From an optimization exercise on the open Yosys and OpenROAD flow, aimed at a short achievable clock period and few clock cycles per item; shortcuts taken in it are not production practice.
The RTL was checked by simulation tests, not by an equivalence proof against the original design.
Power and IR drop assume default switching activity.

### flow/design.v
package core_pkg;
  localparam int XLEN = 32;
  localparam logic [XLEN-1:0] RESET_PC = '0;
  localparam logic [6:0] OPC_OP     = 7'b0110011;
  localparam logic [6:0] OPC_OP_IMM = 7'b0010011;
  localparam logic [6:0] OPC_LUI    = 7'b0110111;
  localparam logic [6:0] OPC_AUIPC  = 7'b0010111;
  localparam logic [6:0] OPC_LOAD   = 7'b0000011;
  localparam logic [6:0] OPC_STORE  = 7'b0100011;
  typedef enum logic [3:0] {
    ALU_ADD,
    ALU_SUB,
    ALU_AND,
    ALU_OR,
    ALU_XOR,
    ALU_SLT,
    ALU_SLTU,
    ALU_SLL,
    ALU_SRL,
    ALU_SRA,
    ALU_PASS_B
  } alu_op_t;
  typedef logic [1:0] mem_width_t;
  localparam mem_width_t MEM_BYTE = 2'b00;
  localparam mem_width_t MEM_HALF = 2'b01;
  localparam mem_width_t MEM_WORD = 2'b10;
  typedef enum logic {
    WB_ALU,
    WB_MEM
  } wb_sel_t;
  typedef struct packed {
    logic [XLEN-1:0] pc;
    logic [31:0]     instr;
    logic            valid;
  } if_id_t;
  typedef struct packed {
    logic [XLEN-1:0] op_a;
    logic [XLEN-1:0] op_b;
    logic [XLEN-1:0] store_data;  
    logic [4:0]      rs1;
    logic [4:0]      rs2;
    logic            use_rs1;
    logic            use_rs2;
    alu_op_t         alu_op;
    logic [4:0]      rd;
    logic            reg_write;
    logic            mem_write;
    logic            mem_read;
    mem_width_t      mem_width;
    logic            mem_sign;
    wb_sel_t         wb_sel;
  } id_ex_t;
  typedef struct packed {
    logic [XLEN-1:0] result;
    logic [XLEN-1:0] store_data;
    logic [4:0]      rd;
    logic            reg_write;
    logic            mem_write;
    logic            mem_read;
    mem_width_t      mem_width;
    logic            mem_sign;
    wb_sel_t         wb_sel;
  } ex_mem_t;
  typedef struct packed {
    logic [XLEN-1:0] data;
    logic [4:0]      rd;
    logic            reg_write;
  } mem_wb_t;
  localparam if_id_t  IF_ID_BUBBLE  = '0;
  localparam id_ex_t  ID_EX_BUBBLE  = '0;
  localparam ex_mem_t EX_MEM_BUBBLE = '0;
  localparam mem_wb_t MEM_WB_BUBBLE = '0;
endpackage
`timescale 1ns/1ps
module rv_core (
  input  logic        clk,
  input  logic        reset_i,
  output logic [31:0] imem_addr_o,
  input  logic [31:0] imem_data_i,
  output logic [31:0] dmem_addr_o,
  output logic [31:0] dmem_wdata_o,
  output logic [3:0]  dmem_wstrb_o,
  output logic        dmem_we_o,
  input  logic [31:0] dmem_rdata_i,
  input  logic        dmem_stall_i,
  output logic        wb_valid_o,
  output logic [4:0]  wb_addr_o,
  output logic [31:0] wb_data_o
);
  localparam logic [6:0] OPC_OP     = 7'b0110011;
  localparam logic [6:0] OPC_OP_IMM = 7'b0010011;
  localparam logic [6:0] OPC_LUI    = 7'b0110111;
  localparam logic [6:0] OPC_AUIPC  = 7'b0010111;
  localparam logic [6:0] OPC_LOAD   = 7'b0000011;
  localparam logic [6:0] OPC_STORE  = 7'b0100011;
  logic [31:2] pc_q;
  logic        d_valid;
  logic [31:0] d_instr;
  logic [31:2] d_pc;
  logic [31:0] x_a, x_b, x_sd;
  logic        x_fa_m, x_fa_w, x_fb_m, x_fb_w, x_fs_m, x_fs_w;
  logic        x_add, x_sub, x_and, x_or, x_xor, x_slt, x_sltu, x_sll, x_srl, x_sra;
  logic [4:0]  x_rd;
  logic        x_rw, x_load, x_store;
  logic [1:0]  x_width;
  logic        x_sign;
  logic [31:0] m_result, m_wdata;
  logic [3:0]  m_wstrb;
  logic [4:0]  m_rd;
  logic        m_rw, m_load, m_store, m_mem;
  logic [1:0]  m_width;
  logic        m_sign;
  logic        w_valid;
  logic [4:0]  w_rd;
  logic [31:0] w_data;
  logic [31:0] regs [1:31];
  logic hold;      
  logic lu;        
  assign hold = dmem_stall_i & m_mem;
  assign imem_addr_o = {pc_q, 2'b00};
  always_ff @(posedge clk) begin
    if (reset_i) begin
      pc_q    <= '0;
      d_valid <= 1'b0;
    end else if (!(hold | lu)) begin
      pc_q    <= pc_q + 30'd1;
      d_valid <= 1'b1;
    end
  end
  always_ff @(posedge clk) begin
    if (!(hold | lu)) begin
      d_instr <= imem_data_i;
      d_pc    <= pc_q;
    end
  end
  logic [6:0]  opc;
  logic [2:0]  f3;
  logic [4:0]  rs1, rs2, rd;
  logic        is_op, is_opi, is_lui, is_auipc, is_load, is_store;
  logic        use1, use2, rw;
  logic [31:0] imm_i, imm_s, imm_u;
  logic [31:0] rf1, rf2;
  logic [31:0] da, db;
  logic        alt, sra_bit;
  assign opc      = d_instr[6:0];
  assign rd       = d_instr[11:7];
  assign f3       = d_instr[14:12];
  assign rs1      = d_instr[19:15];
  assign rs2      = d_instr[24:20];
  assign imm_i    = {{20{d_instr[31]}}, d_instr[31:20]};
  assign imm_s    = {{20{d_instr[31]}}, d_instr[31:25], d_instr[11:7]};
  assign imm_u    = {d_instr[31:12], 12'b0};
  assign is_op    = d_valid && opc == OPC_OP;
  assign is_opi   = d_valid && opc == OPC_OP_IMM;
  assign is_lui   = d_valid && opc == OPC_LUI;
  assign is_auipc = d_valid && opc == OPC_AUIPC;
  assign is_load  = d_valid && opc == OPC_LOAD;
  assign is_store = d_valid && opc == OPC_STORE;
  assign use1 = (is_op | is_opi | is_load | is_store) && rs1 != 5'd0;
  assign use2 = (is_op | is_store) && rs2 != 5'd0;
  assign rw   = (is_op | is_opi | is_lui | is_auipc | is_load) && rd != 5'd0;
  always_comb begin
    if (rs1 == 5'd0) rf1 = '0;
    else if (w_valid && w_rd == rs1) rf1 = w_data;
    else rf1 = regs[rs1];
    if (rs2 == 5'd0) rf2 = '0;
    else if (w_valid && w_rd == rs2) rf2 = w_data;
    else rf2 = regs[rs2];
  end
  always_ff @(posedge clk) begin
    if (w_valid) regs[w_rd] <= w_data;
  end
  assign lu = x_load && x_rw &&
              ((use1 && rs1 == x_rd) || (use2 && rs2 == x_rd));
  always_comb begin
    if (is_lui) da = '0;
    else if (is_auipc) da = {d_pc, 2'b00};
    else da = rf1;
    if (is_op) db = rf2;
    else if (is_lui | is_auipc) db = imm_u;
    else if (is_store) db = imm_s;
    else db = imm_i;
  end
  assign alt     = d_instr[30];
  assign sra_bit = d_instr[30];
  always_ff @(posedge clk) begin
    if (reset_i) begin
      x_rw    <= 1'b0;
      x_load  <= 1'b0;
      x_store <= 1'b0;
    end else if (!hold) begin
      x_rw    <= rw & ~lu;
      x_load  <= is_load & ~lu;
      x_store <= is_store & ~lu;
    end
  end
  always_ff @(posedge clk) begin
    if (!hold) begin
      x_a     <= da;
      x_b     <= db;
      x_sd    <= rf2;
      x_rd    <= rd;
      x_width <= f3[1:0];
      x_sign  <= ~f3[2];
      x_fa_m  <= use1 && x_rw && x_rd == rs1;
      x_fa_w  <= use1 && !(x_rw && x_rd == rs1) && m_rw && m_rd == rs1;
      x_fb_m  <= is_op && use2 && x_rw && x_rd == rs2;
      x_fb_w  <= is_op && use2 && !(x_rw && x_rd == rs2) && m_rw && m_rd == rs2;
      x_fs_m  <= use2 && x_rw && x_rd == rs2;
      x_fs_w  <= use2 && !(x_rw && x_rd == rs2) && m_rw && m_rd == rs2;
      x_add   <= ((is_op | is_opi) && f3 == 3'b000 && !(is_op && alt)) ||
                 is_lui || is_auipc || is_load || is_store;
      x_sub   <= is_op && f3 == 3'b000 && alt;
      x_sll   <= (is_op | is_opi) && f3 == 3'b001;
      x_slt   <= (is_op | is_opi) && f3 == 3'b010;
      x_sltu  <= (is_op | is_opi) && f3 == 3'b011;
      x_xor   <= (is_op | is_opi) && f3 == 3'b100;
      x_srl   <= (is_op | is_opi) && f3 == 3'b101 && !sra_bit;
      x_sra   <= (is_op | is_opi) && f3 == 3'b101 && sra_bit;
      x_or    <= (is_op | is_opi) && f3 == 3'b110;
      x_and   <= (is_op | is_opi) && f3 == 3'b111;
    end
  end
  logic [31:0] a, b, sd, res, wd;
  logic [3:0]  strb;
  logic [4:0]  sh;
  always_comb begin
    a  = x_fa_m ? m_result : x_fa_w ? w_data : x_a;
    b  = x_fb_m ? m_result : x_fb_w ? w_data : x_b;
    sd = x_fs_m ? m_result : x_fs_w ? w_data : x_sd;
  end
  assign sh = b[4:0];
  always_comb begin
    res = '0;
    if (x_add)  res = res | (a + b);
    if (x_sub)  res = res | (a - b);
    if (x_and)  res = res | (a & b);
    if (x_or)   res = res | (a | b);
    if (x_xor)  res = res | (a ^ b);
    if (x_slt)  res = res | {31'd0, $signed(a) < $signed(b)};
    if (x_sltu) res = res | {31'd0, a < b};
    if (x_sll)  res = res | (a << sh);
    if (x_srl)  res = res | (a >> sh);
    if (x_sra)  res = res | $unsigned($signed(a) >>> sh);
  end
  always_comb begin
    case (x_width)
      2'b00:   wd = {4{sd[7:0]}};
      2'b01:   wd = {2{sd[15:0]}};
      default: wd = sd;
    endcase
    case (x_width)
      2'b00:   strb = 4'b0001 << res[1:0];
      2'b01:   strb = res[1] ? 4'b1100 : 4'b0011;
      default: strb = 4'b1111;
    endcase
    if (!x_store) strb = 4'b0000;
  end
  always_ff @(posedge clk) begin
    if (reset_i) begin
      m_rw    <= 1'b0;
      m_load  <= 1'b0;
      m_store <= 1'b0;
      m_mem   <= 1'b0;
      m_wstrb <= 4'b0000;
    end else if (!hold) begin
      m_rw    <= x_rw;
      m_load  <= x_load;
      m_store <= x_store;
      m_mem   <= x_load | x_store;
      m_wstrb <= strb;
    end
  end
  always_ff @(posedge clk) begin
    if (!hold) begin
      m_result <= res;
      m_wdata  <= wd;
      m_rd     <= x_rd;
      m_width  <= x_width;
      m_sign   <= x_sign;
    end
  end
  logic [31:0] lane, ld;
  assign dmem_addr_o  = {m_result[31:2], 2'b00};
  assign dmem_we_o    = m_store;
  assign dmem_wdata_o = m_wdata;
  assign dmem_wstrb_o = m_wstrb;
  assign lane = dmem_rdata_i >> {m_result[1:0], 3'b000};
  always_comb begin
    case (m_width)
      2'b00:   ld = {{24{m_sign & lane[7]}}, lane[7:0]};
      2'b01:   ld = {{16{m_sign & lane[15]}}, lane[15:0]};
      default: ld = dmem_rdata_i;
    endcase
  end
  always_ff @(posedge clk) begin
    if (reset_i) w_valid <= 1'b0;
    else         w_valid <= m_rw & ~hold;
  end
  always_ff @(posedge clk) begin
    if (!hold) begin
      w_rd   <= m_rd;
      w_data <= m_load ? ld : m_result;
    end
  end
  assign wb_valid_o = w_valid;
  assign wb_addr_o  = w_rd;
  assign wb_data_o  = w_data;
endmodule
### flow/run.sh
#!/bin/bash
# synth_recipe.tcl (not shown) runs the flow's synth.tcl, then flattens the netlist and writes it again
# the make line also repeats each setting of config.mk as NAME=value (left out here)
make -C /OpenROAD-flow-scripts/flow DESIGN_CONFIG=/design/flow/config.mk WORK_HOME=/design/flow/orfs CLKGATE_MAP_FILE= SYNTH_SCRIPT=/design/flow/synth_recipe.tcl finish
### flow/config.mk
export PLATFORM = sky130hd
export DESIGN_NAME = rv_core
export DESIGN_NICKNAME = rv_core
export VERILOG_FILES = /design/flow/design.v
export SDC_FILE = /design/flow/constraint.sdc
export NUM_CORES = 4
export LEC_CHECK = 0
export CAP_MARGIN = 20
export CORE_MARGIN = 2
export CORE_UTILIZATION = 40
export SLEW_MARGIN = 20
### flow/constraint.sdc
create_clock -name core_clock -period 7.5 [get_ports {clk}]
set_input_delay 1.5000 -clock core_clock [delete_from_list [all_inputs] [get_ports {clk}]]
set_output_delay 1.5000 -clock core_clock [all_outputs]
set_load 0.01 [all_outputs]
==> out/metrics.yaml, run 1 <==
run_status: "timing/DRC/antenna clean"
gp_congestion: 0.982
fp.dieArea_um2: 181000
avgRoutedWirePerCell_um: 35.2
worstPathRequired_ns: 8.03
drc_errors: 0
ys_types: 96
drive_above_1_share_pct: 20.1
hold_viol: 0
clockBufferDepth: 3
yosys.area.top_type_share_pct: 54.1
setup_viol: 0
dp_hpwl_um: 173000
num_io_pins: 206
cts_buffers: 148
cts_tree: "yes"
hold_buffers: 0
skew_ns: 0.0457
finalCritPeriodShare_pct: 75.4
ys_ff_latch: 1336
critPathMaxStageDelay_ns: 0.97
power.leakage_nw: 27.3
slew_viol_final: 0
crit_family: "compound AO/OA/AOI/OAI gates"
syn_to_final_growth_pct: 13.0
nets: 5185
seq_power_share_pct: 46.6
min-delay-start: "x_sign"
syn-cell-area_um2: 71200
yosysTopAreaCell: "edfxtp_1"
p_switching_mw: 4.82
start_kind: "flip-flop"
drt_first_pass_iters: 6
grt_busiest_layer: "met2"
port_buffers: 201
worstMarginPinSlew_ns: 1.12
crit_type: "reg -> reg"
arrival_ns: 6.19
p_clk_share_pct: 39.6
drv_cap: 0
yosysWarnings: 1
clk_pin_slew_ns: 0.06
postCtsResizedCells: 0
core_um2: 176000
cts_setup_buffers: 0
r2r_slack_ns: 1.85
clk_latency_ns: 0.81
r2r_cells: 12
combPwrFrac_pct: 13.8
antenna_left: 0
die_h_um: 426
vias: 48302
die_x_um: 426
grt_util_all_layers_pct: 28.7
critPathMostFrequentCell: "o211ai_1"
max_freq_mhz: 177
peakVddDrop_uv: 229
synthArstFlopShare_pct: 0
critPathBufInv: 2
grt_pass1_vias: 46548
grt_use_met2_pct: 44.5
worstHoldEndpoint: "m_sign"
sw_frac_of_total_pct: 26.6
rows: 154
internal_power_mw: 13.3
cts.sinks: 1336
syn_avg_cell_area_um2: 14.4
use_met1_pct: 38.8
worstReg2RegEnd: "m_result[25]"
via_per_inst: 6.46
finalSetupTns_ns: 0
clockRootBuffer: "clkbuf_16"
relSlewSlack_pct: 25.0
overflow: 0
synth_edf_count: 1283
crit_chain: "buf_4 -> mux2i_1 -> o21a_1 -> ha_1 -> inv_1 -> nor4_1 -> o211ai_1 -> a211oi_1 -> o211ai_1 -> mux2i_1 -> nor4_1 -> o211ai_1"
synth_ff_type: "edfxtp_1"
worstPathMaxFanout: 17
hold_depth: 0
start_util_pct: 40.3
worst_slack_ns: 1.85
ys_seq_area_share_pct: 55.6
min_period_ns: 5.65
synth_area_leaders: "edfxtp_1 54%, mux4_2 18%, mux2i_1 5.5%, a21oi_1 2.0%, nand2_1 2.0%"
hold_path_class: "reg -> reg"
cp_slowest_cell: "edfxtp_1"
htreeDepth: 4
antenna_found_initial: 10
grt_max_degree: 112
routed_wl_um: 263000
use_met3_pct: 5.64
endpoint_kind: "flip-flop"
grt_pass1_wl_um: 366000
rr_startpoint: "x_fb_w"
synth_cells: 4943
drt_iter0_drc: 7116
place_ws_ns: 2.15
rsz0062_at_grt: "no"
p_per_area_nw_per_um2: 225
kinds of logic after synthesis:
logic type,count (synthesis),share of synthesized area (%)
adders and majority gates,100,1.78
DFF,1336,55.6
AOI/OAI and AO/OA,901,8.18
xor gates and xnor gates,95,1.17
muxes,991,24.0
other,1,0.00527
and+or+nand+nor,959,5.88
buffers and inverters,560,3.42
power groups by stage:
stage / clock network, mW / logic [mW] / registers, mW
after floorplan: 0 / 1.59 / 8.51
after global placement: 0 / 2.46 / 8.60
after detailed placement: 0 / 2.45 / 8.59
after CTS: 7.26 / 2.46 / 8.44
after global routing: 7.55 / 2.64 / 8.45
final: 7.18 / 2.50 / 8.45
worst reg2reg max path: cells and delay by family, from the launching register on:
kind	cells	cell delay (ns)
AOI/OAI and AO/OA	5	1.82
DFF	1	0.97
buffers and inverters	2	0.67
adders and majority gates	1	0.54
muxes	2	0.35
and+or+nand+nor	2	1.03
Yosys cell counts, types with 11 or more instances:
cell type and number:
a211oi_1 109, a21o_1 20, a21oi_1 282, a221oi_1 13, a22oi_1 16, a31oi_1 15, and2_1 11, and3_1 16
buf_1 66, buf_2 71, buf_4 40, clkbuf_1 233, dfxtp_1 53, edfxtp_1 1283, ha_1 98, inv_1 133
mux2_2 28, mux2i_1 392, mux4_2 569, nand2_1 372, nand2b_1 18, nand3_1 43, nand4_1 28, nor2_1 346
nor2b_1 13, nor3_1 36, nor4_1 18, o2111ai_1 13, o211ai_1 48, o21a_1 60, o21ai_0 181, o21bai_1 11
o221ai_1 19, o31ai_1 13, or3_1 17, xnor2_1 48, xor2_1 47
metal layers:
metal	share of wire (%)	up-vias
met5	0.018	-
li1	-	19776
met3	9.5	602
met4	5.5	8
met1	39	25055
met2	46	2861
worst max-delay path by stage:
stage | from | slack (ns) | depth (start not counted) | endpoint
after floorplan | dmem_stall_i | 0.67 | 7 | d_instr[0]
after global placement | x_fb_w | 2.21 | 15 | m_result[30]
after detailed placement | x_fb_w | 2.15 | 12 | m_result[25]
after CTS | x_fb_w | 2.09 | 12 | m_result[25]
after global routing | x_fb_w | 1.71 | 12 | m_result[25]
final | x_fb_w | 1.85 | 12 | m_result[25]
cell type report:
cell class              instances  area (um^2)
clock inverters                75          773
clock buffers                 191         3930
inverters                     140          542
well taps                    2340         2930
multi-input cells            3050        29500
repair buffers                342         3240
diodes                          1         2.50
fillers                     15509        96000
flip-flops and latches       1336        39600
cell usage in the layout, fill, tap and decap left out, drive strengths merged, types with 15 or more instances in the layout:
cell	n
dfxtp	53
a211oi	111
nor2	348
mux2i	393
nor4	20
a21o	20
clkbuf	191
inv	142
nand2b	18
o21ai	188
clkdlybuf4s50	200
buf	142
edfxtp	1283
mux4	569
mux2	29
or3	17
a21oi	282
xnor2	48
nand4	28
xor2	47
o2111ai	15
a22oi	16
o21a	64
nand2	372
and3	16
ha	98
nand3	43
a31oi	16
o221ai	19
nor3	36
o211ai	48
clkinv	58
registers in the layout, indices dropped and copies added (netlist names), 2 cells and up, named ones only:
signal    flops
pc_q         30
regs        992
x_sd         32
x_rd          5
m_wstrb       4
m_wdata      32
x_width       2
x_a          32
w_rd          5
m_rd          5
m_width       2
d_instr      32
x_b          32
m_result     32
w_data       32
d_pc         30
per-stage QoR:
stage               hold slack [ns]  cells  total power, mW  util, %  instance area, um^2
floorplan                     0.400   4946             10.1        -                71200
global placement              0.447   7206             11.1     42.9                75700
detailed placement            0.434   7207             11.0     42.9                75800
CTS                           0.449   7473             18.2     45.6                80500
global route                  0.467   7474             18.6     45.6                80500
finish                        0.461   7475             18.1     45.6                80500
Testbench counts, summed over its fixed seeds: cycles 12,094, instrs 11,200.
==> run 2: changes to the inputs <==
--- a/flow/config.mk
+++ b/flow/config.mk
@@ -6,6 +6,9 @@
 export NUM_CORES = 4
 export LEC_CHECK = 0
+export ABC_CLOCK_PERIOD_IN_PS = 2500
 export CAP_MARGIN = 20
 export CORE_MARGIN = 2
 export CORE_UTILIZATION = 40
+export SETUP_SLACK_MARGIN = 4.5
 export SLEW_MARGIN = 20
+export TNS_END_PERCENT = 100
==> run 2 against run 1 <==
Net effect:
- area after synthesis unchanged
- total power up 5.7%
- critical path depth up 2
- non-clock buffer count up 534
- clock power up 2%
- fmax up 35%
- die area unchanged
- sequential power down 0.6%
- setup slack better by 1.5 ns
- design area up 13%
- routed wire length up 15%
- via count up 9.6%
- critical endpoint is now m_wstrb[2]
- largest cell class unchanged
- largest power group unchanged
==> out/metrics.yaml, run 2 <==
run_status: "timing/DRC/antenna clean"
sw_frac_of_total_pct: 28.2
layout_commonest_cell: "edfxtp_1"
die_h_um: 426
drt_first_pass_iters: 6
synth_area_leaders: "edfxtp_1 54%, mux4_2 18%, mux2i_1 5.5%, a21oi_1 2.0%, nand2_1 2.0%"
endpoint_kind: "flip-flop"
power.leakage_nw: 31.8
hold_path_class: "reg -> reg"
drc_errors: 0
via_per_inst: 6.59
dp_hpwl_um: 178000
cts.sinks: 1336
finalSetupTns_ns: 0
p_per_area_nw_per_um2: 211
dpl.cell_count: 7213
drv_cap: 0
drt_iter0_drc: 8687
crit_family: "compound AO/OA/AOI/OAI gates"
critPathMaxStageDelay_ns: 0.53
port_buffers: 201
syn-cell-area_um2: 71200
yosysWarnings: 1
slew_viol_final: 0
grt_use_met2_pct: 47.9
clockBufferDepth: 3
cts_buffers: 149
hold_buffers: 0
ys_top_cells_by_count: "1,283 x edfxtp_1, 569 x mux4_2, 392 x mux2i_1"
grt_pass1_wl_um: 405000
setup_viol: 0
core_um2: 176000
antenna_found_initial: 25
mostFrequentLayoutCells: "1,283 x edfxtp_1, 569 x mux4_2, 399 x buf_4"
worstMarginPinSlew_ns: 1.04
internal_power_mw: 13.7
arrival_ns: 4.90
synth_ff_type: "edfxtp_1"
power_mw: 19.2
worst_slack_ns: 3.30
p_switching_mw: 5.41
max_freq_mhz: 238
use_met1_pct: 41.9
cts_tree: "yes"
place_ws_ns: 2.14
drive_above_1_share_pct: 36.1
htreeDepth: 4
synth_cells: 4943
grt_max_degree: 75
ys_ff_latch: 1336
gp_congestion: 1.02
cp_slowest_cell: "or4_1"
crit_chain: "buf_4 -> bufbuf_16 -> mux2i_1 -> o21a_1 -> ha_1 -> a21oi_1 -> or3_1 -> a21oi_1 -> or4_1 -> a41oi_1 -> o2111ai_2 -> buf_4 -> and2_1 -> o211ai_1"
synthArstFlopShare_pct: 0
skew_ns: 0.0800
yosysTopAreaCell: "edfxtp_1"
die_x_um: 426
relSlewSlack_pct: 30.8
clk_latency_ns: 0.85
nets: 5732
clk_pin_slew_ns: 0.06
use_met3_pct: 10.6
num_io_pins: 206
vias: 52949
rsz0062_at_grt: "yes"
overflow: 0
start_kind: "flip-flop"
clockRootBuffer: "clkbuf_16"
syn_to_final_growth_pct: 27.5
p_clk_share_pct: 38.1
grt_busiest_layer: "met2"
seq_power_share_pct: 43.8
combPwrFrac_pct: 18.1
synth_edf_count: 1283
start_util_pct: 40.3
ys_seq_area_share_pct: 55.6
min_period_ns: 4.20
fp.dieArea_um2: 181000
syn_avg_cell_area_um2: 14.4
yosys.area.top_type_share_pct: 54.1
ys_types: 96
peakVddDrop_uv: 186
grt_pass1_vias: 49982
synthMostInstantiatedCell: "edfxtp_1"
worstPathRequired_ns: 8.21
fin_cells: 8039
largest_reg_flops: 992
grt_util_all_layers_pct: 32.2
regMostFlops: "regs"
finalCritPeriodShare_pct: 55.9
antenna_left: 0
rows: 154
crit_type: "reg -> reg"
avgRoutedWirePerCell_um: 37.5
critPathBufInv: 3
worstPathMaxFanout: 11
routed_wl_um: 301000
hold_viol: 0
run 2: what timing repair did:
action	in CTS	in global routing
setup endpoints to repair	1013	278
gates cloned	58	25
buffers inserted	327	130
resized for setup	1162	227
pin swaps	93	103
run 2: cell type report:
type	instances	area (um^2)
diodes	13	32.5
clock buffers	191	3940
clock inverters	81	888
fillers	14499	85700
inverters	140	653
multi-input cells	3054	32000
flip-flops and latches	1336	39700
well taps	2340	2930
repair buffers	876	10500
repair inverters	8	95.1
run 2: metal layers:
metal / share of wire [%] / vias up
met3: 14 / 879
met5: 0.061 / -
met1: 36 / 27188
met4: 6.8 / 30
met2: 44 / 3957
li1: - / 20895
run 2: power groups by stage:
stage	clock network (mW)	logic (mW)	registers, mW
after global routing	7.63	3.59	8.39
final	7.30	3.47	8.40
after detailed placement	0	2.49	8.60
after floorplan	0	1.64	8.51
after global placement	0	2.50	8.60
after CTS	7.35	3.11	8.39
run 2: worst paths after layout:
| path | startpoint | end | slack [ns] | cells after the start |
|---|---|---|---|---|
| worst min register to register | x_sign | m_sign | 0.44 | 0 |
| worst max register to register | x_fb_w | m_wstrb[2] | 3.30 | 14 |
| worst min-delay path | x_sign | m_sign | 0.44 | 0 |
| worst max-delay path | x_fb_w | m_wstrb[2] | 3.30 | 14 |
run 2: through the flow:
step	hold WS [ns]	cell area, um^2	util [%]
2_1_floorplan	0.400	71800	-
3_3_place_gp	0.403	76100	43.1
3_5_place_dp	0.417	76100	43.1
4_1_cts	0.431	88200	50.0
5_1_grt	0.435	90800	51.4
6_report	0.437	90800	51.4
run 2: logic make-up after synthesis:
kind of cell,after synthesis,synth area share (%)
XOR/XNOR,95,1.17
AND/OR/NAND/NOR,959,5.88
buffers and inverters,560,3.42
other,1,0.00527
flip-flops,1336,55.6
multiplexers,991,24.0
AO/OA/AOI/OAI,901,8.18
adder cells (fa/ha/maj),100,1.78

## separate check: timing with driven ports
The results above use ideal ports. As a check the final layouts listed here were re-extracted and re-timed, cells and wires unchanged.
Step 1 assumes that a clkbuf_16 drives the clock port and a buf_2 every other input.
Step 2 moves the port delays by t, midway between the first and last clock arrival at a register: inputs arrive t later, outputs are due t later. That takes back most of the time a late clock gives input paths.
Three values: ideal, step 1, step 2; two values: the first two.
run	shift t [ns]	slack for setup (ns)	latest minus earliest clock arrival (ns)	slew at the worst register clock pin (ns)	worst data-port slew with drivers (ns)
run 1	0.863	1.847 / 1.847 / 1.847	0.048 / 0.048	0.07 / 0.07	0.06
run 2	0.883	3.305 / 3.305 / 3.305	0.084 / 0.084	0.07 / 0.07	0.10
After both steps every run listed still meets setup and hold.
